What follows belongs to an exercise in optimizing a design on an open flow for a short achievable clock period and few clock cycles; a production flow would make more cautious choices.
RTL that was checked went through simulation tests only; none was proved equivalent to the original.
Power figures rest on the tool's default switching activity, not on a simulated workload.

==> run a <==
Design cpu_top, start of the top module:
module cpu_top #(
    parameter int                 GROUP_WORDS = 128,
    parameter cpu_pkg::bus_addr_t DRAM_BASE   = cpu_pkg::DRAM_BASE
) (
    input  logic               clk,
    input  logic               rst_n,
    output logic               ar_valid,
    output cpu_pkg::bus_addr_t ar_addr,
    input  logic               ar_ready,
    input  logic               r_valid,
    input  cpu_pkg::word_t     r_data,
    input  logic               r_last,
    output logic               r_ready,
    output logic               dr_ar_valid,
    output cpu_pkg::bus_addr_t dr_ar_addr,
    input  logic               dr_ar_ready,
    input  logic               dr_r_valid,
    input  cpu_pkg::word_t     dr_r_data,
    output logic               dr_r_ready,
    output logic               aw_valid,
    output cpu_pkg::bus_addr_t aw_addr,
    input  logic               aw_ready,
    output logic               w_valid,
    output cpu_pkg::word_t     w_data,
    input  logic               w_ready,
    input  logic               b_valid,
    output logic               b_ready,
    output logic               io_stall
);
==> flow/config.mk <==
export PLATFORM = sky130hd
export DESIGN_NAME = cpu_top
export DESIGN_NICKNAME = cpu_top
export VERILOG_FILES = /design/flow/design.v
export SDC_FILE = /design/flow/constraint.sdc
export NUM_CORES = 4
export LEC_CHECK = 0
export ABC_CLOCK_PERIOD_IN_PS = 2500
export CAP_MARGIN = 20
export CORE_MARGIN = 2
export CORE_UTILIZATION = 40
export CTS_CLUSTER_DIAMETER = 60
export CTS_CLUSTER_SIZE = 30
export SLEW_MARGIN = 20
export TNS_END_PERCENT = 100
==> flow/constraint.sdc <==
create_clock -name core_clock -period 12.0 [get_ports {clk}]
set_input_delay 2.4000 -clock core_clock [delete_from_list [all_inputs] [get_ports {clk}]]
set_output_delay 2.4000 -clock core_clock [all_outputs]
set_load 0.01 [all_outputs]
standard.sh (not shown) runs the stock make flow with config.mk's settings and CLKGATE_MAP_FILE= SYNTH_SCRIPT=/design/flow/synth_recipe.tcl, a recipe that flattens the netlist after the stock synthesis.
==> flow/flow/run.sh <==
#!/bin/bash
# Standard layout, with timing repair aimed well below the 12 ns clock:
# repair_timing keeps working on every path whose slack is under the margin.
set -euo pipefail
bash standard.sh finish SETUP_SLACK_MARGIN=8.8 > make_finish.log 2>&1
==> run b: changes against run a <==
--- a/flow/design.v
+++ b/flow/design.v
@@ -96,28 +96,24 @@
     input  cpu_pkg::reg_idx_t rt_idx,
     output cpu_pkg::word_t    rs_val,
     output cpu_pkg::word_t    rt_val,
     input  logic              we,
     input  cpu_pkg::reg_idx_t wr_idx,
     input  cpu_pkg::word_t    wr_data
 );
     cpu_pkg::word_t regs [0:15];
-    logic [15:0]    vld;
-    assign rs_val = vld[rs_idx] ? regs[rs_idx] : '0;
-    assign rt_val = vld[rt_idx] ? regs[rt_idx] : '0;
+    assign rs_val = regs[rs_idx];
+    assign rt_val = regs[rt_idx];
     always_ff @(posedge clk or negedge rst_n) begin
         if (!rst_n) begin
-            vld <= '0;
+            for (int i = 0; i < 16; i++) begin
+                regs[i] <= '0;
+            end
         end else if (we) begin
-            vld[wr_idx] <= 1'b1;
-        end
-    end
-    always_ff @(posedge clk) begin
-        if (we) begin
             regs[wr_idx] <= wr_data;
         end
     end
 endmodule
 module data_bridge #(
     parameter int W = 16,
     parameter int N = 2
 ) (
@@ -306,17 +302,16 @@
     cpu_pkg::word_t    rf_rs, rf_rt;
     logic [8:0]        d_bofs;
     cpu_pkg::pc_t      d_tpc;
     logic [11:0]       d_jdist;
     logic [OW-1:0]     d_tofs;
     logic              d_thit;
     logic              d_haz;
     logic              d_fire;
-    logic              d_move;
     logic              e_go;
     logic              e_stall;
     logic              e_redir;
     logic              e_taken;
     logic              m_wb;
     cpu_pkg::word_t    d_a, d_b;
     assign d_rs = d_ir[12:9];
     assign d_rt = d_ir[8:5];
@@ -366,18 +361,17 @@
         .rs_val  (rf_rs),
         .rt_val  (rf_rt),
         .we      (m_wb && m_we),
         .wr_idx  (m_wr),
         .wr_data (m_result)
     );
     assign d_a = (m_wb && m_we && m_wr == d_rs) ? m_result : rf_rs;
     assign d_b = (m_wb && m_we && m_wr == d_rt) ? m_result : rf_rt;
-    assign d_move = d_valid && !d_haz && (!e_valid || e_go);
-    assign d_fire = d_move && !e_redir;
+    assign d_fire = d_valid && !d_haz && (!e_valid || e_go) && !e_redir;
     assign favail = ({1'b0, fofs} < cnt) && !fstop;
     always_ff @(posedge clk or negedge rst_n) begin
         if (!rst_n) begin
             fofs    <= '0;
             fpc     <= '0;
             fstop   <= 1'b0;
             d_valid <= 1'b0;
         end else if (e_redir) begin
@@ -404,17 +398,17 @@
             if (favail) begin
                 fofs <= fofs + 1'b1;
                 fpc  <= fpc + 11'd1;
                 if (&fofs) fstop <= 1'b1;
             end
         end
     end
     always_ff @(posedge clk) begin
-        if ((!d_valid || d_move) && favail) begin
+        if (!e_redir && !(d_fire && (d_jump || d_ubr)) && (!d_valid || d_fire) && favail) begin
             d_ir  <= buf_word;
             d_pc  <= fpc;
             d_ofs <= fofs;
         end
     end
     cpu_pkg::word_t    ea, eb;
     cpu_pkg::word_t    e_res;
     logic              e_eq;
@@ -453,17 +447,17 @@
             e_valid <= 1'b0;
         end else if (e_redir || d_fire) begin
             e_valid <= d_fire && !e_redir;
         end else if (e_go) begin
             e_valid <= 1'b0;
         end
     end
     always_ff @(posedge clk) begin
-        if (d_move) begin
+        if (d_fire) begin
             e_we    <= d_we;
             e_alu   <= d_alu;
             e_mul   <= d_mul;
             e_load  <= d_load;
             e_store <= d_store;
             e_cbr   <= d_cbr;
             e_umiss <= (d_jump || d_ubr) && !d_thit;
             e_smiss <= !(d_jump || d_ubr) && (&d_ofs);
==> flow/run.sh (new file) <==
#!/bin/bash
# synth_recipe.tcl (not shown) runs the flow's synth.tcl, then flattens the netlist and writes it again
# the make line also repeats each setting of config.mk as NAME=value (left out here)
make -C /OpenROAD-flow-scripts/flow DESIGN_CONFIG=/design/flow/config.mk WORK_HOME=/design/flow/orfs CLKGATE_MAP_FILE= SYNTH_SCRIPT=/design/flow/synth_recipe.tcl finish
==> flow/config.mk (replaced) <==
export PLATFORM = sky130hd
export DESIGN_NAME = cpu_top
export DESIGN_NICKNAME = cpu_top
export VERILOG_FILES = /design/flow/design.v
export SDC_FILE = /design/flow/constraint.sdc
export NUM_CORES = 4
export LEC_CHECK = 0
export CAP_MARGIN = 20
export CORE_MARGIN = 2
export CORE_UTILIZATION = 40
export SLEW_MARGIN = 20
removed: flow/flow/run.sh
removed: flow/standard.sh
==> comparison <==
Against run b, the critical path depth of run a is higher by 2. Against run a, the via count of run b is larger by about 3.4%. Non-clock buffer count: run b is lower than run a (368). Of run b and run a, run a has the higher synthesized area (gap 0.88%, measured against run a). In run b the clock-buffer cell count is higher than in run a, by 191.
==> figures <==
quantity                                                           run a       run b
Relative contribution of sequential cells to total power           30.5%       34.3%
Post-layout net count                                               6825        7207
Area of the multi-input gates                                 34000 um^2  32400 um^2
Post-layout minimum cycle time                                   4310 ps     5640 ps
Worst-case headroom to the max-slew limit                          24.8%       22.3%
Final period util                                                  35.9%       47.0%
Maximum number of pins on one net before global-route repair          97         153
Clock insertion delay at the later pin of the skew report         910 ps      880 ps
Adder-cell area share of the yosys netlist                         2.93%       2.88%
Result of the run                       no timing/DRC/antenna violations  no timing/DRC/antenna violations
Non-Clock Inverter Count                                             260         226
Clock net power                                                  6750 uW     8660 uW
No functional check of the RTL was part of any run of this note.

* * *

==> 08-22: inputs <==
Another version of the RTL of cpu_top (not shown whole).
==> module exec_unit, before the edit <==
module exec_unit (
    input  cpu_pkg::word_t  a,
    input  cpu_pkg::word_t  b,
    input  logic            is_sub,
    input  logic            is_slt,
    output cpu_pkg::word_t  res,
    output logic            eq,
    output logic [15:0]     mp0,
    output logic [11:0]     mp1,
    output logic [7:0]      mp2,
    output logic [3:0]      mp3
);
    always_comb begin
        if (is_slt) begin
            res = ((a[15] != b[15]) ? a[15] : (a[14:0] < b[14:0])) ? 16'd1 : 16'd0;
        end else if (is_sub) begin
            res = a - b;
        end else begin
            res = a + b;
        end
    end
    assign eq  = (a == b);
    assign mp0 = a * {12'd0, b[3:0]};
    assign mp1 = a[11:0] * {8'd0, b[7:4]};
    assign mp2 = a[7:0] * {4'd0, b[11:8]};
    assign mp3 = a[3:0] * b[15:12];
endmodule
clock: 12.0 ns
lec_check: 0
abc_clock_period_in_ps: 2500
cap_margin: 20
core_margin: 2
core_utilization: 40
slew_margin: 20
tns_end_percent: 100
==> flow/flow/run.sh <==
#!/bin/bash
# Standard layout, with timing repair aimed well below the 12 ns clock:
# repair_timing keeps working on every path whose slack is under the margin.
set -euo pipefail
bash standard.sh finish SETUP_SLACK_MARGIN=8.8 > make_finish.log 2>&1
==> 12-14: changes against 08-22 <==
--- a/flow/design.v
+++ b/flow/design.v
@@ -76,7 +76,7 @@
 );
     always_comb begin
         if (is_slt) begin
-            res = ((a[15] != b[15]) ? a[15] : (a[14:0] < b[14:0])) ? 16'd1 : 16'd0;
+            res = ($signed(a) < $signed(b)) ? 16'd1 : 16'd0;
         end else if (is_sub) begin
             res = a - b;
         end else begin
==> notes <==
08-22 went through all stages and came out clean. 12-14 produced a clean layout.
In 08-22 the synthesized area is higher than in 12-14, by 0.30%.
Cell count: 08-22 is smaller than 12-14 (0.97%).
Between 08-22 and 12-14, the lower first-iteration DRC count is in 08-22 (gap about 2.3%, measured against 12-14).
In 12-14 the register-to-register slack is higher than in 08-22, by 0.07 ns.
Sequential power is about the same in 08-22 and 12-14.
In flip-flop and latch count, 08-22 and 12-14 do not differ.
In synthesized cell count, 12-14 and 08-22 hardly differ.
Clock skew: 12-14 is higher than 08-22 (0.016 ns).
Count of clock-buffer cells in the layout is the same in 08-22 and 12-14.
In 12-14 the worst hold slack is lower than in 08-22, by 0.025 ns.
Of 08-22 and 12-14, 08-22 has the higher sequential share of layout area (gap 0.91 points).
Testbench counts of 08-22, summed over its fixed seeds: cycles 16,819.
The RTL of 12-14 was laid out without a check of its function.

port drivers added, routing unchanged:
Ports are ideal in the flow. The routed layouts listed here were re-timed in OpenROAD. Step 1 assumes that a clkbuf_16 drives the clock port and a buf_2 every other input. Step 2 adds t to the input delays and takes it off the output delays; t is the mean of the earliest and latest rising clock arrival at the registers after step 1. Input paths then give back, and output paths get back, about the clock's delay inside the block. Slacks: ideal ports / drivers / drivers and shift; pairs: ideal ports / drivers.
run | t, ns | setup WS [ns] | worst setup path after step 2 | slew at the worst register clock pin (ns)
run a | 0.952 | 7.689 / 7.689 / 7.689 | register to register | 0.11 / 0.11
run b | 0.929 | 6.359 / 6.359 / 6.359 | register to register | 0.06 / 0.06
08-22 | 0.968 | 7.575 / 7.575 / 7.575 | register to register | 0.07 / 0.07
12-14 | 0.970 | 7.646 / 7.646 / 7.646 | register to register | 0.07 / 0.07
After both steps setup and hold are still met in every run listed.
